What follows belongs to an exercise in optimizing a design on an open flow for small area and a short achievable clock period; a production flow would make more cautious choices. The RTL was checked by simulation tests, not by an equivalence proof against the original design. Power and IR drop assume default switching activity.

## design/flow/standard.sh

```bash
#!/bin/bash
# synth_recipe.tcl (not shown) runs the flow's synth.tcl, then flattens the netlist and writes it again
# the make line also repeats each setting of config.mk as NAME=value (left out here)
make -C /OpenROAD-flow-scripts/flow DESIGN_CONFIG=/design/flow/config.mk WORK_HOME=/design/flow/orfs CLKGATE_MAP_FILE= SYNTH_SCRIPT=/design/flow/synth_recipe.tcl "${@:-finish}"
```

## design/flow/flow/run.sh

```bash
#!/bin/bash
# Standard layout (bash standard.sh), with two changes to how it is made:
#  - port buffers are sky130_fd_sc_hd__buf_2 (buffer_ports otherwise picks a
#    delay cell), so timing repair starts from a plain buffer on every port;
#  - sizing may swap cells of a different footprint (MATCH_CELL_FOOTPRINT=0).
# Synthesis, floorplan, power grid, tap cells, CTS and routing are otherwise
# the standard flow's. The make output goes to make.log in the work folder;
# each ORFS step keeps its own log under orfs/logs.
set -euo pipefail
export BUFFER_PORTS_ARGS="-buffer_cell sky130_fd_sc_hd__buf_2"
sed 's#"\${@:-finish}"#MATCH_CELL_FOOTPRINT=0 "${@:-finish}"#' standard.sh > std_fp.sh
grep -q 'MATCH_CELL_FOOTPRINT=0' std_fp.sh
bash std_fp.sh finish > make.log 2>&1
test -s out/final.def
```

## design/flow/config.mk

```make
export PLATFORM = sky130hd
export DESIGN_NAME = regfile_sb
export DESIGN_NICKNAME = regfile_sb
export VERILOG_FILES = /design/flow/design.v
export SDC_FILE = /design/flow/constraint.sdc
export NUM_CORES = 4
export LEC_CHECK = 0
export CAP_MARGIN = 20
export CORE_MARGIN = 2
export CORE_UTILIZATION = 40
export CTS_CLUSTER_DIAMETER = 80
export CTS_CLUSTER_SIZE = 24
export SETUP_SLACK_MARGIN = 2.0
export SLEW_MARGIN = 20
export SYNTH_HIERARCHICAL = 1
```

## design/flow/constraint.sdc

```tcl
create_clock -name core_clock -period 6.5 [get_ports {clk}]
set_input_delay 1.3000 -clock core_clock [delete_from_list [all_inputs] [get_ports {clk}]]
set_output_delay 1.3000 -clock core_clock [all_outputs]
set_load 0.01 [all_outputs]
```

## design/flow/design.v

```verilog
module rf_oai22 (
  input  logic a0, b0, a1, b1,
  output logic y
);
  assign y = ~((a0 | b0) & (a1 | b1));
endmodule
module rf_nor2 (
  input  logic a, b,
  output logic y
);
  assign y = ~(a | b);
endmodule
module rf_nand4 (
  input  logic a, b, c, d,
  output logic y
);
  assign y = ~(a & b & c & d);
endmodule
module rf_rdport #(
  parameter int W = 33
) (
  input  logic [31:1]        sel_n,
  input  logic [31:1][W-1:0] ent_n,
  output logic [W-1:0]       dout
);
  for (genvar b = 0; b < W; b++) begin : g_bit
    logic [15:0] y;
    logic [7:0]  z;
    logic [1:0]  w;
    for (genvar g = 0; g < 15; g++) begin : g_grp
      rf_oai22 u_oai (
        .a0 (sel_n[2*g+1]), .b0 (ent_n[2*g+1][b]),
        .a1 (sel_n[2*g+2]), .b1 (ent_n[2*g+2][b]),
        .y  (y[g])
      );
    end
    rf_nor2 u_nor15 (.a (sel_n[31]), .b (ent_n[31][b]), .y (y[15]));
    for (genvar j = 0; j < 8; j++) begin : g_z
      rf_nor2 u_z (.a (y[2*j]), .b (y[2*j+1]), .y (z[j]));
    end
    for (genvar j = 0; j < 2; j++) begin : g_w
      rf_nand4 u_w (.a (z[4*j]), .b (z[4*j+1]), .c (z[4*j+2]), .d (z[4*j+3]), .y (w[j]));
    end
    assign dout[b] = |w;
  end
endmodule
module regfile_sb #(
  parameter int DATA_W = 32,
  parameter int ADDR_W = 5
) (
  input  logic              clk,
  input  logic              reset,
  input  logic              rg_wrt_en,
  input  logic [ADDR_W-1:0] rg_wrt_addr,
  input  logic [DATA_W-1:0] rg_wrt_data,
  input  logic [ADDR_W-1:0] rg_rd_addr1,
  input  logic [ADDR_W-1:0] rg_rd_addr2,
  output logic [DATA_W-1:0] rg_rd_data1,
  output logic [DATA_W-1:0] rg_rd_data2,
  input  logic              sb_set_en,
  input  logic [ADDR_W-1:0] sb_set_addr,
  output logic              rd_busy1,
  output logic              rd_busy2,
  output logic              stall,
  output logic [ADDR_W:0]   pend_cnt
);
  localparam int DEPTH = 2**ADDR_W;
  logic [DEPTH-1:1][DATA_W:0] ent_n;     
  logic [DEPTH-1:1]           busy_n;
  logic [DEPTH-1:1]           wr_hit, set_hit, ld;
  logic [DEPTH-1:1]           sel1_n, sel2_n;
  logic [DATA_W-1:0]          wr_data_n;
  logic [ADDR_W:0]            pend_cnt_q;
  assign wr_data_n = ~rg_wrt_data | {DATA_W{reset}};
  for (genvar i = 1; i < DEPTH; i++) begin : g_ent
    assign wr_hit[i]  = rg_wrt_en && (rg_wrt_addr == ADDR_W'(i));
    assign set_hit[i] = sb_set_en && (sb_set_addr == ADDR_W'(i));
    assign ld[i]      = reset || wr_hit[i];
    assign sel1_n[i]  = (rg_rd_addr1 != ADDR_W'(i));
    assign sel2_n[i]  = (rg_rd_addr2 != ADDR_W'(i));
    logic [DATA_W-1:0] data_n_q;
    logic              busy_n_q;
    always_ff @(posedge clk) begin
      if (ld[i]) data_n_q <= wr_data_n;
    end
    always_ff @(posedge clk) begin
      if (reset)           busy_n_q <= 1'b1;
      else if (set_hit[i]) busy_n_q <= 1'b0;
      else if (wr_hit[i])  busy_n_q <= 1'b1;
    end
    assign busy_n[i] = busy_n_q;
    assign ent_n[i]  = {busy_n_q, data_n_q};
  end
  rf_rdport #(.W(DATA_W + 1)) u_rd1 (
    .sel_n (sel1_n),
    .ent_n (ent_n),
    .dout  ({rd_busy1, rg_rd_data1})
  );
  rf_rdport #(.W(DATA_W + 1)) u_rd2 (
    .sel_n (sel2_n),
    .ent_n (ent_n),
    .dout  ({rd_busy2, rg_rd_data2})
  );
  assign stall = rd_busy1 | rd_busy2;
  logic inc, dec;
  assign inc = |(set_hit & busy_n);
  assign dec = |(wr_hit & ~busy_n & ~set_hit);
  always_ff @(posedge clk) begin
    if (reset)            pend_cnt_q <= '0;
    else if (inc && !dec) pend_cnt_q <= pend_cnt_q + 1'b1;
    else if (dec && !inc) pend_cnt_q <= pend_cnt_q - 1'b1;
  end
  assign pend_cnt = pend_cnt_q;
endmodule
```

==> results of run 1 <==
==> routing by layer <==
layer	global-route usage, %	part of all wire (%)	up-vias
met5	0.2605	0.18	-
met4	15.53	6.3	16
met3	10.79	16	765
met2	46.67	42	3484
met1	40.33	35	17830
li1	-	-	14430
==> placed cells by master, fill, tap and decap left out, types with 6 or more instances in the layout <==
cell type | synthesis | routed
nand3_2 | 0 | 7
o21bai_1 | 13 | 12
nor2_2 | 0 | 6
nand3_1 | 39 | 17
nand2_1 | 59 | 17
nor2_1 | 649 | 640
or2_2 | 33 | 26
or2_4 | 0 | 13
buf_8 | 0 | 10
nor4_1 | 7 | 7
buf_6 | 2 | 30
clkbuf_1 | 30 | 7
nand2b_1 | 57 | 33
buf_4 | 2 | 169
buf_2 | 10 | 116
clkbuf_16 | 0 | 74
diode_2 | 0 | 6
edfxtp_1 | 992 | 992
buf_16 | 0 | 7
nand2b_2 | 0 | 24
a21oi_1 | 8 | 8
a2111oi_0 | 18 | 18
nor2b_4 | 0 | 12
nand2_4 | 0 | 22
o21ai_0 | 8 | 8
dfxtp_1 | 37 | 37
nand2_8 | 0 | 38
nand4_1 | 140 | 140
buf_12 | 0 | 83
nand3_4 | 0 | 15
or2_1 | 66 | 60
o22ai_1 | 1002 | 997
==> worst max-delay path: stages <==
cell and delay [ns]:
buf_6 0.15, nor2b_4 0.28, nor2b_4 0.31, buf_12 0.25, nand2_4 0.25, o22ai_1 0.24, nor2_1 0.09, nand4_1 0.15
or2_1 0.14, buf_2 0.14
==> cell families (layout without fill, tap and decap cells) <==
| kind of cell | count (synthesis) | in the layout | share of synthesized area [%] |
|---|---|---|---|
| buffers and inverters | 50 | 510 | 0.5184 |
| other | 0 | 6 | 0 |
| and+or+nand+nor | 1118 | 1139 | 12.28 |
| xor gates and xnor gates | 4 | 4 | 0.08156 |
| DFF | 1029 | 1029 | 71.06 |
| muxes | 2 | 2 | 0.07863 |
| adders and majority gates | 6 | 6 | 0.1922 |
| AOI/OAI and AO/OA | 1068 | 1068 | 15.79 |
==> per-module statistics from Yosys (local to each module, per instance), excerpt <==
module	times used	flip-flops and latches	cells
regfile_sb	1	1029	1495
rf_nand4	132	0	1
rf_nor2	594	0	1
rf_oai22	990	0	1
==> registers in the layout, summed over array words and instances, names as in the netlist <==
| register | flops |
|---|---|
| g_ent.busy_n_q | 31 |
| g_ent.data_n_q | 992 |
| pend_cnt_q | 6 |
==> stage by stage <==
step           std cells  cell area, µm²  util (%)  total power [mW]
2_1_floorplan       3277           42960         -             8.887
3_5_place_dp        4867           46250     43.32             9.547
4_1_cts             5040           50110     46.94             13.20
6_report            5167           52180     48.87             13.37
5_1_grt             5162           52160     48.86             13.69
3_3_place_gp        4866           46220     43.30             9.510
==> final cells by class <==
| class | instances | area [µm²] |
|---|---|---|
| clock inverters | 7 | 107.6 |
| fillers | 9028 | 54580 |
| clock buffers | 61 | 1378 |
| inverters | 5 | 18.77 |
| diodes | 6 | 15.01 |
| flip-flops and latches | 1029 | 30530 |
| repair buffers | 437 | 4707 |
| well taps | 1403 | 1755 |
| multi-input cells | 2219 | 13660 |
==> report_power, final <==
| part | internal [mW] | switching, mW | total, mW | leakage (nW) |
|---|---|---|---|---|
| registers | 7.89 | 0.280 | 8.17 | 10.2 |
| clock network | 1.56 | 2.14 | 3.70 | 0.723 |
| logic | 0.480 | 1.02 | 1.50 | 6.70 |
==> worst paths after layout <==
| path | endpoint | slack [ns] | cells after the start |
|---|---|---|---|
| worst max-delay path | rg_rd_data1[19] | 1.86 | 10 |
| worst min-delay path | pend_cnt_q[4] | 0.51 | 2 |
| worst max register to register | pend_cnt_q[4] | 2.83 | 13 |
| worst min register to register | pend_cnt_q[4] | 0.51 | 2 |
==> what timing repair did <==
item                                   in CTS  in global routing
cloned                                     23                 19
pin swaps                                  36                 52
hold buffers                                0                  0
gates resized for setup                   260                111
buffers inserted                           82                101
setup endpoints to repair                  69                 68
endpoints found under the hold margin       0                  0
==> results.txt, run 1 <==
outcome finished clean; Worst Setup Path Type input port to output pin; share of the synthesized area in the top cell type 69.34%; count of final setup violators 0; CP required 5.20 ns; CTS buffer count 51; Sink Count 1029; register area share after synthesis 71.06%; Synth area leaders edfxtp_1, o22ai_1, nor2_1; final cycle utilization of the critical path 71.40%; clock latency on the worst-skew pair 0.67 ns; final hold viol count 0; Critical R2R Launch g_ent[8].busy_n_q; Chip Width 331.7 µm; Boundary Pins 129; Crit. End Element output pin; row cnt 120; remaining routing DRC violations 0; nets@finish 3805; number of enable flip-flop cells after synthesis 992; total global routing overflow 0; via count 36530; Port-buffer cells 128; critical path launch point rg_rd_addr1[0]; drt first pass iters 9; crit-path max FO 8; area leader, netlist edfxtp_1; Initial Util 40.24%; Die Y 331.7 µm; core footprint 106800 µm²; Final TNS setup 0 ns; yosys warns 7; initial antenna violation count 10; Routability Congestion 0.9028; Synth Register Bits 1029; Worst-path clk slew 0.09 ns; Startpoint Class input port; CTS tree done; drt total wl 187.3 mm; Max Freq 215.5 MHz; pin count of the biggest net entering global routing 80; WL per Instance 36.25 µm; Post-DP HPWL 95.91 mm; Mapped Area 42960 µm²; worst hold margin 0.5080 ns; Worst-Margin Slew 1.191 ns; Yosys cell types 62; commonest cells in the netlist o22ai_1, edfxtp_1, nor2_1, nand4_1, or2_1; Via density 7.069; RSZ-0062 raised after global routing true; worst clock skew 0.01472 ns; Mapped Cells 3277; Slew Limit Headroom 20.59%; pwr dens 256.3 nW/µm²; Period minus WS final 4.641 ns; setup ws final 1.859 ns; ys async rst share 0%; Place WS 1.132 ns; Hold Crit Class flip-flop to flip-flop; Syn Nets 3339; vias in the first global route 32720; Total GRT Usage 31.18%; Leakage 17.57 nW; Die Area 110000 µm²; Arr. time, crit path 3.34 ns; root buffer cell clkbuf_16; share of cells above drive strength 1 18.55%; worst IR drop on VDD 0.1989 mV; DRT antenna net count 0; Pins Over Slew Limit 0; count leader, synth o22ai_1; max-cap violations 0; synthesized area per cell 13.11 µm²; number of DRC markers in iteration 0 7884; CTS Buffer Depth 3; Worst Hold Launch pend_cnt_q[4]; # H-tree levels 2; first-pass GRT wire length 243.8 mm; Top FF cell, synth edfxtp_1; Area Overhead vs Synth 21.45%
==> inputs of run 2 (changes only) <==
--- a/design/flow/design.v
+++ b/design/flow/design.v
@@ -9,6 +9,27 @@
   output logic y
 );
   assign y = ~(a | b);
+endmodule
+module rf_nand3 (
+  input  logic a, b, c,
+  output logic y
+);
+  assign y = ~(a & b & c);
+endmodule
+module rf_rddec (
+  input  logic [4:0]  addr,
+  output logic [31:1] sel_n
+);
+  logic [3:0] p01, p23;
+  logic [1:0] p4;
+  for (genvar j = 0; j < 4; j++) begin : g_p
+    assign p01[j] = (addr[1:0] == 2'(j));
+    assign p23[j] = (addr[3:2] == 2'(j));
+  end
+  assign p4 = {addr[4], ~addr[4]};
+  for (genvar k = 1; k < 32; k++) begin : g_k
+    rf_nand3 u_nd (.a (p01[k % 4]), .b (p23[(k / 4) % 4]), .c (p4[k / 16]), .y (sel_n[k]));
+  end
 endmodule
 module rf_nand4 (
   input  logic a, b, c, d,
@@ -72,12 +93,12 @@
   logic [DATA_W-1:0]          wr_data_n;
   logic [ADDR_W:0]            pend_cnt_q;
   assign wr_data_n = ~rg_wrt_data | {DATA_W{reset}};
+  rf_rddec u_dec1 (.addr (rg_rd_addr1), .sel_n (sel1_n));
+  rf_rddec u_dec2 (.addr (rg_rd_addr2), .sel_n (sel2_n));
   for (genvar i = 1; i < DEPTH; i++) begin : g_ent
     assign wr_hit[i]  = rg_wrt_en && (rg_wrt_addr == ADDR_W'(i));
     assign set_hit[i] = sb_set_en && (sb_set_addr == ADDR_W'(i));
     assign ld[i]      = reset || wr_hit[i];
-    assign sel1_n[i]  = (rg_rd_addr1 != ADDR_W'(i));
-    assign sel2_n[i]  = (rg_rd_addr2 != ADDR_W'(i));
     logic [DATA_W-1:0] data_n_q;
     logic              busy_n_q;
     always_ff @(posedge clk) begin
==> run 2 against run 1 <==
  * Still clean on timing, DRC and antenna
  * Combinational power shrank 7%
  * Worst hold slack got worse by 0.023 ns
  * Wire length down 6.7%
  * Non-clock buffer count down 9
  * Clock power about the same
  * Synthesized cell count decreased by 1.4%
  * Fmax up 1.4%
  * Worst setup slack gained 0.063 ns
  * Utilization decreased by 1.1 points
  * Register-to-register slack improved by 0.24 ns
==> results.txt, run 2 <==
first-pass GRT wire length 232.5 mm; Die Y 331.4 µm; count leader, synth o22ai_1; final hold viol count 0; Worst-path clk slew 0.08 ns; WL per Instance 34.11 µm; register area share after synthesis 71.21%; share of the synthesized area in the top cell type 69.48%; Post-DP HPWL 99.43 mm; Hold Crit Class flip-flop to flip-flop; CP required 5.20 ns; DRT antenna net count 0; clock latency on the worst-skew pair 0.67 ns; Seq. cell area 30530 µm²; Finished Layout Cells 5123; Mapped Cells 3232; Die Area 109800 µm²; ys async rst share 0%; pwr dens 260.6 nW/µm²; Leakage 16.81 nW; number of enable flip-flop cells after synthesis 992; Largest regs g_ent.data_n_q: 992 flops, g_ent.busy_n_q: 31 flops, pend_cnt_q: 6 flops; most frequent cells in the layout o22ai_1, edfxtp_1, nor2_1; yosys warns 7; total global routing overflow 0; Period minus WS final 4.578 ns; Via density 6.822; Chip Width 331.4 µm; Max Freq 218.5 MHz; Arr. time, crit path 3.28 ns; Syn Nets 3294; core footprint 106800 µm²; Yosys cell types 56; outcome finished clean; reg2reg end pend_cnt_q[5]; CTS tree done; synthesized area per cell 13.26 µm²; count of final setup violators 0; Initial Util 40.16%; cell depth of the worst flop-to-flop path 12; setup slack, reg-to-reg 3.07 ns; # H-tree levels 2; worst IR drop on VDD 0.2125 mV; max-cap violations 0; Mapped Area 42870 µm²; RSZ-0062 raised after global routing true; number of DRC markers in iteration 0 6269; Sink Count 1029; largest register by flop count g_ent.data_n_q; initial antenna violation count 3; root buffer cell clkbuf_16; CTS Buffer Depth 3; Fill cells 9167; Routability Congestion 1.003; Crit. End Element output pin; Synth Register Bits 1029; commonest cells in the netlist o22ai_1, edfxtp_1, nor2_1, nand4_1, nand3_1; hold endpoint pend_cnt_q[5]; Total GRT Usage 29.46%; Boundary Pins 129; via count 34950; drt total wl 174.8 mm; Synth area leaders edfxtp_1, o22ai_1, nor2_1; Port-buffer cells 128; final core occ 47.76%; pin count of the biggest net entering global routing 73; most common library cell in the layout ignoring fill and taps o22ai_1; number of flip-flops in the largest register 992; crit-path max FO 8; Top FF cell, synth edfxtp_1; area leader, netlist edfxtp_1; final cycle utilization of the critical path 70.42%; worst hold margin 0.4850 ns; Area Overhead vs Synth 18.93%; row cnt 120; Final TNS setup 0 ns; Worst Hold Launch pend_cnt_q[5]; Worst-Margin Slew 1.211 ns; nets@finish 3754; Critical R2R Launch g_ent[21].busy_n_q; remaining routing DRC violations 0; share of cells above drive strength 1 17.81%; Startpoint Class input port; CTS buffer count 51; Pins Over Slew Limit 0; worst clock skew 0.02825 ns; placed cells 4864; drt first pass iters 10; Worst Setup Path Type input port to output pin; Slew Limit Headroom 19.23%; area of the multi-input gates 13110 µm²; WHS Path Cells 2; vias in the first global route 31960
run 2: final cells by class:
cell class | count | share of cell area, %
clock buffers | 65 | 2.667
repair buffers | 428 | 7.923
diodes | 3 | 0.01472
inverters | 3 | 0.03681
clock inverters | 13 | 0.3288
multi-input cells | 2179 | 25.71
flip-flops and latches | 1029 | 59.87
well taps | 1403 | 3.443
run 2: power breakdown:
group	switching, mW	internal (mW)	leakage [nW]
clock network	2.13	1.59	0.742
logic	0.950	0.446	5.92
registers	0.281	7.89	10.2
run 2: metal layers:
layer | GRT usage [%] | vias up | share of wire (%)
met1 | 38.51 | 17190 | 35
met5 | 0 | - | 0.0074
met2 | 46.18 | 2875 | 45
met4 | 14.76 | 2 | 5.8
met3 | 6.875 | 555 | 14
li1 | - | 14330 | -
run 2: timing repair:
action | CTS | global route
resized for setup | 148 | 81
buffers inserted | 92 | 62
hold buffers | 0 | 0
pin swaps | 36 | 16
endpoints found under the setup margin | 67 | 49
gates cloned | 10 | 14
run 2: through the flow:
step           setup slack, ns  power, mW  area [µm²]
2_1_floorplan            2.075      8.900       42870
3_3_place_gp             1.217      9.528       46440
3_5_place_dp             1.150      9.561       46450
4_1_cts                  1.976      13.20       49720
5_1_grt                  1.959      13.63       50980
6_report                 1.922      13.29       50990
run 2: cell families after synthesis:
group / share of synthesized area, %
AND/OR/NAND/NOR: 11.99
AO/OA/AOI/OAI: 15.96
multiplexers: 0.1751
buffers and inverters: 0.3881
XOR/XNOR: 0.08173
adder cells (fa/ha/maj): 0.1926
flip-flops: 71.21
run 2: Yosys stat by module, one instance, submodules excluded, a selection:
module,copies in the design,flops+latches
rf_rddec,2,0
rf_nand3,62,0
rf_oai22,990,0
rf_nor2,594,0
rf_nand4,132,0
regfile_sb,1,1029
run 2: worst max-delay path, cell delays in order:
cell and delay, ns:
clkbuf_4 0.19, and2b_4 0.30, buf_6 0.17, nand3_4 0.14, buf_4 0.23, o22ai_1 0.09
nor2_1 0.12, nand4_1 0.26, or2_1 0.30, buf_2 0.15
run 2: worst max path at each step:
stage	endpoint	startpoint	depth (start not counted)
global placement	rg_rd_data1[13]	rg_rd_addr1[1]	9
finish	rg_rd_data1[9]	rg_rd_addr1[0]	10
floorplan	stall	rg_rd_addr2[1]	7
detailed placement	rg_rd_data1[22]	rg_rd_addr1[4]	9
global route	rg_rd_data1[11]	rg_rd_addr1[0]	10
CTS	stall	rg_rd_addr1[1]	10
==> inputs of run 3 (changes only) <==
--- a/design/flow/config.mk
+++ b/design/flow/config.mk
@@ -10,6 +10,6 @@
 export CORE_UTILIZATION = 40
 export CTS_CLUSTER_DIAMETER = 80
 export CTS_CLUSTER_SIZE = 24
-export SETUP_SLACK_MARGIN = 2.0
+export SETUP_SLACK_MARGIN = 2.2
 export SLEW_MARGIN = 20
 export SYNTH_HIERARCHICAL = 1
==> run 3 against run 2 <==
  * Still clean on timing, DRC and antenna
  * Worst hold slack improved by 0.017 ns
  * Die area unchanged
  * Synthesized cell count unchanged
  * Utilization increased by 6.9 points
  * Fmax decreased by 7.8%
  * Sequential share of layout area decreased by 7.5 points
  * Synthesized area unchanged
  * First-iteration DRC count increased by 45%
  * Power increased by 3.7%
  * Wire length increased by 28%
  * Critical path depth increased by 1
  * Via count increased by 18%
==> results.txt, run 3 <==
outcome finished clean; number of DRC markers in iteration 0 9115; Metal-1 WL 70.45 mm; # H-tree levels 2; most frequent cells in the layout edfxtp_1, o22ai_1, nor2_1; hold_buf cts 0; via count 41340; Synth Register Bits 1029; pwr dens 236.3 nW/µm²; Mapped Area 42870 µm²; cell depth of the worst flop-to-flop path 12; WL per Instance 40.57 µm; Sequential Power Share 60.0%; Die Y 331.4 µm; Total GRT Usage 37.41%; count leader, synth o22ai_1; Power Internal 10.01 mW; most common library cell in the layout ignoring fill and taps edfxtp_1; clock latency on the worst-skew pair 0.69 ns; Chip Width 331.4 µm; Slew Limit Headroom 19.08%; Syn Nets 3294; Final TNS setup 0 ns; final hold viol count 0; worst IR drop on VDD 0.2045 mV; initial antenna violation count 22; Crit. End Element output pin; Initial Util 40.16%; Critical R2R Launch g_ent[28].busy_n_q; drt first pass iters 13; Mapped Cells 3232; Period minus WS final 4.967 ns; CTS Buffer Depth 3; Sw Pwr 3.769 mW; Pins Over Slew Limit 0; core footprint 106800 µm²; Synth area leaders edfxtp_1, o22ai_1, nor2_1; sw frac 27.34%; Worst-Margin Slew 1.214 ns; Boundary Pins 129; row cnt 120; Arr. time, crit path 3.67 ns; WHS Path Cells 2; Via density 7.484; Worst-path clk slew 0.09 ns; Logic pwr share 13.4%; Yosys cell types 56; pin count of the biggest net entering global routing 78; CTS tree done; number of enable flip-flop cells after synthesis 992; ys async rst share 0%; synthesized area per cell 13.26 µm²; hold endpoint pend_cnt_q[5]; number of flip-flops in the largest register 992; root buffer cell clkbuf_16; share of the synthesized area in the top cell type 69.48%; Area Overhead vs Synth 36.04%; vias in the first global route 36420; count of final setup violators 0; drt total wl 224.1 mm; Hold Crit Class flip-flop to flip-flop; Worst Setup Path Type input port to output pin; CTS buffer count 50; Leakage 20.14 nW; nets@finish 4154; CP required 5.20 ns; total global routing overflow 0; Top FF cell, synth edfxtp_1; metal3 WL 40.13 mm; largest register by flop count g_ent.data_n_q; DRT antenna net count 0; max-cap violations 0; Port-buffer cells 128; final cycle utilization of the critical path 76.41%; Largest regs g_ent.data_n_q: 992 flops, g_ent.busy_n_q: 31 flops, pend_cnt_q: 6 flops; Sink Count 1029; Die Area 109800 µm²; yosys warns 7; Startpoint Class input port; max layer used met5; Max Freq 201.3 MHz; Post-DP HPWL 103.1 mm; met2 WL 89.63 mm; commonest cells in the netlist o22ai_1, edfxtp_1, nor2_1, nand4_1, nand3_1; Routability Congestion 0.9076; first-pass GRT wire length 288.0 mm; register area share after synthesis 71.21%; share of cells above drive strength 1 30.90%; RSZ-0062 raised after global routing true; worst clock skew 0.01809 ns; Clock power frac 26.6%; Fill cells 8152; remaining routing DRC violations 0; setup slack, reg-to-reg 3.18 ns; area leader, netlist edfxtp_1; crit-path max FO 7; Worst Hold Launch pend_cnt_q[5]; reg2reg end pend_cnt_q[5]; Power Total 13.78 mW
-- run 3: final cells by class --
| type | count | area, µm² | area share (%) |
|---|---|---|---|
| well taps | 1403 | 1755 | 3.010 |
| repair buffers | 810 | 9748 | 16.71 |
| multi-input cells | 2198 | 14840 | 25.45 |
| clock inverters | 8 | 68.82 | 0.1180 |
| inverters | 3 | 18.77 | 0.03218 |
| diodes | 14 | 35.03 | 0.06007 |
| clock buffers | 59 | 1328 | 2.276 |
| flip-flops and latches | 1029 | 30530 | 52.34 |
-- run 3: worst max-delay path by stage --
stage	startpoint	to	slack, ns	cells after the start
detailed placement	rg_rd_addr2[4]	rg_rd_data2[31]	0.82	8
finish	rg_rd_addr2[1]	rg_rd_data2[6]	1.53	11
global route	rg_rd_addr2[1]	rg_rd_data2[6]	1.72	11
global placement	rg_rd_addr2[4]	rg_rd_data2[31]	0.85	8
CTS	rg_rd_addr1[0]	rg_rd_data1[31]	2.01	10
floorplan	rg_rd_addr2[2]	stall	2.25	7
-- run 3: Yosys stat by module (local to each module, per instance), excerpt --
| module | flops+latches | cell area, µm² |
|---|---|---|
| rf_rddec | 0 | 61.31 |
| regfile_sb | 1029 | 32780 |
| rf_nor2 | 0 | 3.754 |
| rf_oai22 | 0 | 6.256 |
| rf_nand3 | 0 | 5.005 |
| rf_nand4 | 0 | 6.256 |
-- run 3: per-layer routing --
layer	up-vias	GRT usage (%)
met3	1537	17.44
met1	19770	44.42
met5	-	1.780
met4	33	26.64
met2	4820	53.29
li1	15180	-
-- run 3: cells by family (layout without fill, tap and decap cells) --
| logic type | count (synthesis) | after routing | synth area share (%) |
|---|---|---|---|
| AO/OA/AOI/OAI | 1081 | 1081 | 15.96 |
| AND/OR/NAND/NOR | 1071 | 1100 | 11.99 |
| multiplexers | 7 | 7 | 0.1751 |
| XOR/XNOR | 4 | 4 | 0.08173 |
| flip-flops | 1029 | 1029 | 71.21 |
| other | 0 | 14 | 0 |
| adder cells (fa/ha/maj) | 6 | 6 | 0.1926 |
| buffers and inverters | 34 | 880 | 0.3881 |
-- run 3: worst max-delay path, stage by stage --
cell	delay [ns]
buf_12	0.10
and2b_4	0.21
buf_12	0.14
nand3_4	0.14
buf_12	0.15
clkbuf_16	0.18
o22ai_1	0.10
nor2_1	0.23
nand4_1	0.50
or2_1	0.43
buf_2	0.15
-- run 3: timing repair --
| item | CTS | global route |
|---|---|---|
| setup endpoints to repair | 68 | 68 |
| pin swaps | 263 | 226 |
| resized for setup | 541 | 219 |
| cloned | 53 | 9 |
| setup buffers | 403 | 115 |
-- run 3: stage by stage --
step / setup slack, ns / utilization (%) / area, µm² / hold WS [ns] / cells
2_1_floorplan: 2.248 / - / 43180 / 0.5027 / 3232
3_3_place_gp: 0.8524 / 43.55 / 46490 / 0.4851 / 4859
3_5_place_dp: 0.8198 / 43.62 / 46570 / 0.4860 / 4863
4_1_cts: 2.011 / 52.35 / 55890 / 0.4988 / 5386
5_1_grt: 1.715 / 54.61 / 58290 / 0.5066 / 5512
6_report: 1.533 / 54.63 / 58320 / 0.5017 / 5524
-- run 3: power by group through the flow --
stage / combinational (mW) / sequential, mW / clock, mW
final: 1.85 / 8.27 / 3.67
after global routing: 1.85 / 8.32 / 3.79
after CTS: 1.62 / 8.19 / 3.57
after detailed placement: 1.29 / 8.32 / 0
after global placement: 1.27 / 8.30 / 0
after floorplan: 0.659 / 8.25 / 0
==> inputs of run 4 (changes only) <==
--- a/design/flow/config.mk
+++ b/design/flow/config.mk
@@ -10,6 +10,6 @@
 export CORE_UTILIZATION = 40
 export CTS_CLUSTER_DIAMETER = 80
 export CTS_CLUSTER_SIZE = 24
-export SETUP_SLACK_MARGIN = 2.2
+export SETUP_SLACK_MARGIN = 1.8
 export SLEW_MARGIN = 20
 export SYNTH_HIERARCHICAL = 1
==> run 4 against run 3 <==
  * Still clean on timing, DRC and antenna
  * Fmax up 3.3%
  * Combinational power down 29%
  * Final cell count down 9.3%
  * Sequential cell count unchanged
  * Global-route usage down 8.6 points
  * Worst setup slack better by 0.16 ns
  * Non-clock buffer count down 489
  * Sequential share of layout area up 9.5 points
  * Sequential power down 1%
  * Clock power about the same
  * Critical path type unchanged
==> results.txt, run 4 <==
WHS Path Cells 2; share of the synthesized area in the top cell type 69.48%; Pins Over Slew Limit 0; count leader, synth o22ai_1; number of flip-flops in the largest register 992; final cycle utilization of the critical path 73.97%; # H-tree levels 2; Worst-path clk slew 0.08 ns; outcome finished clean; CP cell instances buf_2 > and2b_2 > nand3_4 > o22ai_1 > nor2_1 > nand4_1 > or2_1 > or2_2 > buf_2; reg2reg end pend_cnt_q[5]; clock latency on the worst-skew pair 0.66 ns; Total GRT Usage 28.81%; Largest regs g_ent.data_n_q: 992 flops, g_ent.busy_n_q: 31 flops, pend_cnt_q: 6 flops; row cnt 120; most common library cell in the layout ignoring fill and taps o22ai_1; count of final setup violators 0; Area Overhead vs Synth 15.21%; Worst Hold Launch pend_cnt_q[5]; cell depth of the worst flop-to-flop path 12; final core occ 46.27%; Die Y 331.4 µm; drt first pass iters 9; Place WS 1.150 ns; initial antenna violation count 3; Worst-Margin Slew 1.153 ns; Power Total 13.18 mW; remaining routing DRC violations 0; sw frac 25.04%; Period minus WS final 4.808 ns; largest register by flop count g_ent.data_n_q; crit-path max FO 11; most frequent cells in the layout o22ai_1, edfxtp_1, nor2_1; Arr. time, crit path 3.51 ns; max-cap violations 0; first-pass GRT wire length 228.1 mm; via count 34140; setup ws final 1.692 ns; pwr dens 266.9 nW/µm²; Slew Limit Headroom 23.12%; Die Area 109800 µm²; Critical R2R Launch g_ent[21].busy_n_q; Synth area leaders edfxtp_1, o22ai_1, nor2_1; Top FF cell, synth edfxtp_1; delay-heaviest family, CP simple AND/OR/NAND/NOR gates; Final TNS setup 0 ns; RSZ-0062 raised after global routing true; slowest stage delay, CP 0.38 ns; WL per Instance 32.98 µm; CTS buffer count 51; Worst Setup Path Type input port to output pin; DRT antenna net count 0; yosys warns 7; Most common cell on crit path buf_2; total global routing overflow 0; worst IR drop on VDD 0.2089 mV; share of cells above drive strength 1 14.91%; CTS Buffer Depth 3; Startpoint Class input port; worst clock skew 0.02328 ns; Sink Count 1029; Final Cell Area 49390 µm²; CTS tree done; Buf/Inv on CP 2; core footprint 106800 µm²; Hold Crit Class flip-flop to flip-flop; hold endpoint pend_cnt_q[5]; Sw Pwr 3.301 mW; Crit. End Element output pin; Post-DP HPWL 99.43 mm; Power Internal 9.882 mW; Initial Util 40.16%; number of enable flip-flop cells after synthesis 992; Mapped Cells 3232; Synth Register Bits 1029; register area share after synthesis 71.21%; Routability Congestion 1.003; drt total wl 165.3 mm; Max Freq 208.0 MHz; critical path's slowest cell and2b_2; ys async rst share 0%; setup slack, reg-to-reg 3.05 ns; Chip Width 331.4 µm; CP required 5.20 ns; Sequential Power Share 62.0%; final hold viol count 0; DP Area 46450 µm²; Syn Nets 3294; Via density 6.811; Logic pwr share 10.0%; Port-buffer cells 128; Clock power frac 28.0%; nets@finish 3645; Boundary Pins 129; Mapped Area 42870 µm²; area leader, netlist edfxtp_1; Leakage 15.98 nW; root buffer cell clkbuf_16; pin count of the biggest net entering global routing 73; vias in the first global route 31670; commonest cells in the netlist o22ai_1, edfxtp_1, nor2_1, nand4_1, nand3_1; Yosys cell types 56; Fill cells 9389; number of DRC markers in iteration 0 5835; synthesized area per cell 13.26 µm²
## run 4: cell counts after synthesis
No cell type changed its count.
## run 4: cell families after synthesis
kind of cell	Yosys count	synth area share, %
AOI/OAI and AO/OA	1081	15.96
and+or+nand+nor	1071	11.99
DFF	1029	71.21
buffers and inverters	34	0.3881
muxes	7	0.1751
adders and majority gates	6	0.1926
xor gates and xnor gates	4	0.08173
## run 4: timing repair
action                     in CTS  in global routing
buffers inserted               36                 24
hold buffers                    0                  0
gates resized for setup       109                 24
pin swaps                      11                 10
hold endpoints to repair        0                  0
setup endpoints to repair      67                 44
cloned                          3                  5
## run 4: worst reg2reg max path, cell delays in order, from the launching register on
cell	delay, ns
dfxtp_1	0.47
a2111oi_0	0.13
nor4_2	0.39
nand4_1	0.17
nor4_2	0.40
ha_1	0.27
inv_1	0.13
ha_1	0.35
and2_1	0.17
a31oi_1	0.19
mux2_2	0.38
a31o_1	0.18
a21oi_1	0.12
## run 4: routing by layer
layer	part of all wire, %	wire length (µm)	GRT usage [%]	up-vias
met1	37	60400	37.46	16820
met2	45	74570	45.51	2658
li1	-	-	-	14120
met3	13	20850	6.536	540
met4	5.7	9429	14.52	4
met5	0.016	27	0	-
## run 4: Yosys stat by module (local to each module, per instance), a selection
module	flip-flops and latches	cells
rf_nand3	0	1
regfile_sb	1029	1370
rf_nor2	0	1
rf_rddec	0	9
rf_nand4	0	1
rf_oai22	0	1
## run 4: final cells by class
cell class	count	area (µm²)	share of cell area [%]
Antenna cell	1	2.502	0.005066
Clock buffer	65	1360	2.754
Clock inverter	13	167.7	0.3394
Inverter	3	18.77	0.03800
Multi-Input combinational cell	2177	12980	26.28
Sequential cell	1029	30530	61.81
Tap cell	1403	1755	3.554
Timing Repair Buffer	321	2577	5.218
## run 4: power groups by stage
stage          clock (mW)  sequential, mW  combinational, mW
6_report             3.69            8.17               1.32
5_1_grt              3.94            8.24               1.38
4_1_cts              3.72            8.17               1.28
3_5_place_dp            0            8.32               1.24
3_3_place_gp            0            8.30               1.23
2_1_floorplan           0            8.25              0.650
## run 4: metrics by stage
stage | hold WS (ns) | instances
floorplan | 0.5027 | 3232
global placement | 0.4734 | 4864
detailed placement | 0.4776 | 4864
CTS | 0.4895 | 4981
global route | 0.5233 | 5011
finish | 0.4844 | 5012
## run 4: worst max-delay path by stage
stage / start / end / cells after the start / slack, ns
2_1_floorplan: rg_rd_addr2[1] / stall / 7 / 2.07
4_1_cts: rg_rd_addr1[2] / rg_rd_data1[13] / 9 / 1.74
3_3_place_gp: rg_rd_addr1[1] / rg_rd_data1[13] / 9 / 1.22
3_5_place_dp: rg_rd_addr1[4] / rg_rd_data1[22] / 9 / 1.15
5_1_grt: rg_rd_addr2[0] / stall / 10 / 1.75
6_report: rg_rd_addr2[0] / stall / 9 / 1.69
==> inputs of run 5 (changes only) <==
--- a/design/flow/design.v
+++ b/design/flow/design.v
@@ -31,6 +31,12 @@
     rf_nand3 u_nd (.a (p01[k % 4]), .b (p23[(k / 4) % 4]), .c (p4[k / 16]), .y (sel_n[k]));
   end
 endmodule
+module rf_nand2 (
+  input  logic a, b,
+  output logic y
+);
+  assign y = ~(a & b);
+endmodule
 module rf_nand4 (
   input  logic a, b, c, d,
   output logic y
@@ -42,7 +48,8 @@
 ) (
   input  logic [31:1]        sel_n,
   input  logic [31:1][W-1:0] ent_n,
-  output logic [W-1:0]       dout
+  output logic [W-1:0]       dout,
+  output logic [1:0]         top_grp    
 );
   for (genvar b = 0; b < W; b++) begin : g_bit
     logic [15:0] y;
@@ -63,6 +70,9 @@
       rf_nand4 u_w (.a (z[4*j]), .b (z[4*j+1]), .c (z[4*j+2]), .d (z[4*j+3]), .y (w[j]));
     end
     assign dout[b] = |w;
+    if (b == W - 1) begin : g_top
+      assign top_grp = w;
+    end
   end
 endmodule
 module regfile_sb #(
@@ -112,17 +122,23 @@
     assign busy_n[i] = busy_n_q;
     assign ent_n[i]  = {busy_n_q, data_n_q};
   end
+  logic [1:0] bgrp1, bgrp2;
   rf_rdport #(.W(DATA_W + 1)) u_rd1 (
-    .sel_n (sel1_n),
-    .ent_n (ent_n),
-    .dout  ({rd_busy1, rg_rd_data1})
+    .sel_n   (sel1_n),
+    .ent_n   (ent_n),
+    .dout    ({rd_busy1, rg_rd_data1}),
+    .top_grp (bgrp1)
   );
   rf_rdport #(.W(DATA_W + 1)) u_rd2 (
-    .sel_n (sel2_n),
-    .ent_n (ent_n),
-    .dout  ({rd_busy2, rg_rd_data2})
+    .sel_n   (sel2_n),
+    .ent_n   (ent_n),
+    .dout    ({rd_busy2, rg_rd_data2}),
+    .top_grp (bgrp2)
   );
-  assign stall = rd_busy1 | rd_busy2;
+  logic nb1, nb2;
+  rf_nor2  u_st1 (.a (bgrp1[0]), .b (bgrp1[1]), .y (nb1));
+  rf_nor2  u_st2 (.a (bgrp2[0]), .b (bgrp2[1]), .y (nb2));
+  rf_nand2 u_st  (.a (nb1), .b (nb2), .y (stall));
   logic inc, dec;
   assign inc = |(set_hit & busy_n);
   assign dec = |(wr_hit & ~busy_n & ~set_hit);
--- a/design/flow/config.mk
+++ b/design/flow/config.mk
@@ -10,6 +10,6 @@
 export CORE_UTILIZATION = 40
 export CTS_CLUSTER_DIAMETER = 80
 export CTS_CLUSTER_SIZE = 24
-export SETUP_SLACK_MARGIN = 1.8
+export SETUP_SLACK_MARGIN = 2.0
 export SLEW_MARGIN = 20
 export SYNTH_HIERARCHICAL = 1
==> run 5 against run 4 <==
  * Count of clock-buffer cells in the layout fell by 6
  * Still clean
  * Critical endpoint is now rg_rd_data2[27]
  * Sequential cell count unchanged
  * Cell area is 4.1% higher
  * First-iteration DRC count is 26% higher
  * Clock skew shrank 0.0011 ns
  * Register-to-register slack improved by 0.23 ns
  * Sequential share of layout area is 2.4 points lower
  * Sequential power hardly changed
==> results.txt, run 5 <==
count leader, synth o22ai_1; Place WS 0.9797 ns; Clock power frac 27.8%; final hold viol count 0; WL per Instance 34.89 µm; Hold Crit Class flip-flop to flip-flop; Post-DP HPWL 99.68 mm; largest register by flop count g_ent.data_n_q; setup ws final 1.878 ns; nets@finish 3795; CP required 5.20 ns; Synth area leaders edfxtp_1, o22ai_1, nor2_1; vias in the first global route 32770; Pins Over Slew Limit 0; core footprint 106800 µm²; Power Internal 9.869 mW; Finished Layout Cells 5161; Worst-path clk slew 0.07 ns; drt first pass iters 8; slowest stage delay, CP 0.33 ns; worst clock skew 0.02220 ns; Crit. End Element output pin; synthesized area per cell 13.22 µm²; Yosys cell types 56; Port-buffer cells 128; count of final setup violators 0; RSZ-0062 raised after global routing true; Boundary Pins 129; number of flip-flops in the largest register 992; Top FF cell, synth edfxtp_1; Sequential Power Share 61.4%; first-pass GRT wire length 242.2 mm; critical path's slowest cell or2_1; yosys warns 7; # H-tree levels 2; Via density 6.958; Sw Pwr 3.442 mW; Mapped Cells 3248; Final TNS setup 0 ns; number of DRC markers in iteration 0 7368; most common library cell in the layout ignoring fill and taps o22ai_1; drt total wl 180.1 mm; Initial Util 40.23%; outcome finished clean; initial antenna violation count 7; hold_buf cts 0; CTS Buffer Depth 3; Area Overhead vs Synth 19.71%; Period minus WS final 4.622 ns; Worst Setup Path Type input port to output pin; Startpoint Class input port; most frequent cells in the layout o22ai_1, edfxtp_1, nor2_1; Die Area 110000 µm²; ys async rst share 0%; commonest cells in the netlist o22ai_1, edfxtp_1, nor2_1, nand4_1, nand3_1; crit-path max FO 7; worst IR drop on VDD 0.2559 mV; Worst-Margin Slew 1.202 ns; DRT antenna net count 0; sw frac 25.86%; Largest regs g_ent.data_n_q: 992 flops, g_ent.busy_n_q: 31 flops, pend_cnt_q: 6 flops; max-cap violations 0; clock latency on the worst-skew pair 0.68 ns; Max Freq 216.4 MHz; Total GRT Usage 31.02%; CTS tree done; total global routing overflow 0; final cycle utilization of the critical path 71.10%; Mapped Area 42940 µm²; Leakage 16.97 nW; number of enable flip-flop cells after synthesis 992; pwr dens 258.9 nW/µm²; Synth Register Bits 1029; Syn Nets 3310; CP cell instances buf_16 > clkinvlp_4 > buf_12 > buf_4 > nand3_4 > buf_4 > clkbuf_16 > o22ai_1 > nor2_1 > nand4_1 > or2_1 > buf_2; share of the synthesized area in the top cell type 69.36%; worst hold margin 0.5081 ns; placed cells 4875; Most common cell on crit path buf_4; Sink Count 1029; via count 35910; pin count of the biggest net entering global routing 57; Chip Width 331.7 µm; Logic pwr share 10.8%; CTS buffer count 52; area leader, netlist edfxtp_1; remaining routing DRC violations 0; Routability Congestion 0.9201; Slew Limit Headroom 19.88%; row cnt 120; register area share after synthesis 71.09%; Die Y 331.7 µm; Arr. time, crit path 3.32 ns; share of cells above drive strength 1 18.22%; root buffer cell clkbuf_16
run 5: cell types whose count changed after synthesis, moves of 4 or more:
cell | before | now
o21ai_0 | 3 | 18
nand3_1 | 67 | 72
nand2_1 | 7 | 22
a2111oi_0 | 22 | 27
a21oi_1 | 10 | 3
nand4_1 | 136 | 140
o22ai_1 | 1019 | 1003
a22oi_1 | 8 | 3
clkbuf_8 | 0 | 5
run 5: power by group through the flow:
stage | clock network, mW | registers, mW | logic [mW]
floorplan | 0 | 8.25 | 0.656
global placement | 0 | 8.30 | 1.23
detailed placement | 0 | 8.32 | 1.25
CTS | 3.69 | 8.17 | 1.34
global route | 3.89 | 8.24 | 1.49
finish | 3.69 | 8.17 | 1.44
run 5: critical path, delay by kind of cell:
kind,cells,cell delay [ns]
compound gates,1,0.07
buf+inv,7,0.99
simple gates,4,0.93
run 5: cell type report:
cell class | count | area [µm²]
diodes | 9 | 22.52
clock buffers | 59 | 1349
clock inverters | 11 | 127.6
fillers | 9162 | 55340
inverters | 3 | 18.77
multi-input cells | 2193 | 13170
flip-flops and latches | 1029 | 30530
well taps | 1403 | 1755
repair buffers | 454 | 4439
run 5: timing repair:
item                                    in CTS  in global routing
setup buffers                              138                 48
endpoints found under the setup margin      67                 63
pin swaps                                   42                 36
gates resized for setup                    140                 95
gates cloned                                13                  7
run 5: kinds of logic after synthesis:
group	count (synthesis)	synth area share [%]
XOR/XNOR	4	0.08159
buffers and inverters	37	0.5623
AND/OR/NAND/NOR	1089	12.01
AO/OA/AOI/OAI	1076	15.89
flip-flops	1029	71.09
adder cells (fa/ha/maj)	6	0.1923
multiplexers	7	0.1748
run 5: routing by layer:
layer / GRT usage (%) / wire length, µm
met1: 40.55 / 63620
met2: 46.35 / 78040
met3: 9.809 / 27530
met4: 16.15 / 10860
met5: 0 / 36
run 5: final timing paths:
kind	startpoint	slack, ns	cells after the start	to
max	rg_rd_addr2[4]	1.88	12	rg_rd_data2[27]
max reg2reg	g_ent[17].busy_n_q	3.28	12	pend_cnt_q[5]
min	pend_cnt_q[5]	0.51	2	pend_cnt_q[5]
min reg2reg	pend_cnt_q[5]	0.51	2	pend_cnt_q[5]
run 5: stage by stage:
stage | total power [mW] | area, µm² | utilization, %
detailed placement | 9.565 | 46470 | 43.53
CTS | 13.20 | 50300 | 47.12
floorplan | 8.907 | 42940 | -
global placement | 9.529 | 46460 | 43.52
global route | 13.62 | 51390 | 48.14
finish | 13.31 | 51410 | 48.16
run 5: Yosys stat by module, one instance, submodules excluded, a selection:
module / flip-flops and latches / area [µm²] / times used
rf_rddec: 0 / 61.31 / 2
rf_nand4: 0 / 6.256 / 132
rf_oai22: 0 / 6.256 / 990
rf_nor2: 0 / 3.754 / 596
rf_nand3: 0 / 5.005 / 62
regfile_sb: 1029 / 32840 / 1
rf_nand2: 0 / 3.754 / 1

==> what the ideal ports hide <==
No port has a modelled driver above. Below, the same layouts with a new extraction and two added sets of constraints.
Step 1 (the two cells are an assumption about what drives the block):
set clk [get_ports {clk}]
set_driving_cell -lib_cell sky130_fd_sc_hd__clkbuf_16 $clk
set_driving_cell -lib_cell sky130_fd_sc_hd__buf_2 [delete_from_list [all_inputs] $clk]
Step 2, shift: input delay + t, output delay - t, t = (earliest + latest rising clock arrival at the registers) / 2. This alone moves slack from input paths to output paths.
a / b / c = ideal ports / drivers / drivers and shift; a / b = the first two.
| run | shift t [ns] | slack for setup (ns) | clock arrival spread, ns | cell pins on the clock port's net |
|---|---|---|---|---|
| run 1 | 0.744 | 1.859 / 1.712 / 1.447 | 0.033 / 0.033 | 1 |
| run 2 | 0.732 | 1.922 / 1.873 / 1.490 | 0.039 / 0.039 | 1 |
| run 3 | 0.752 | 1.533 / 1.442 / 1.442 | 0.068 / 0.069 | 1 |
| run 4 | 0.726 | 1.692 / 1.589 / 1.417 | 0.036 / 0.037 | 1 |
| run 5 | 0.746 | 1.878 / 1.672 / 1.581 | 0.032 / 0.031 | 1 |
After both steps every run listed still meets setup and hold. For run 2, which loses most, drivers alone change the setup slack by -0.049 ns; drivers and shift together by -0.432 ns.
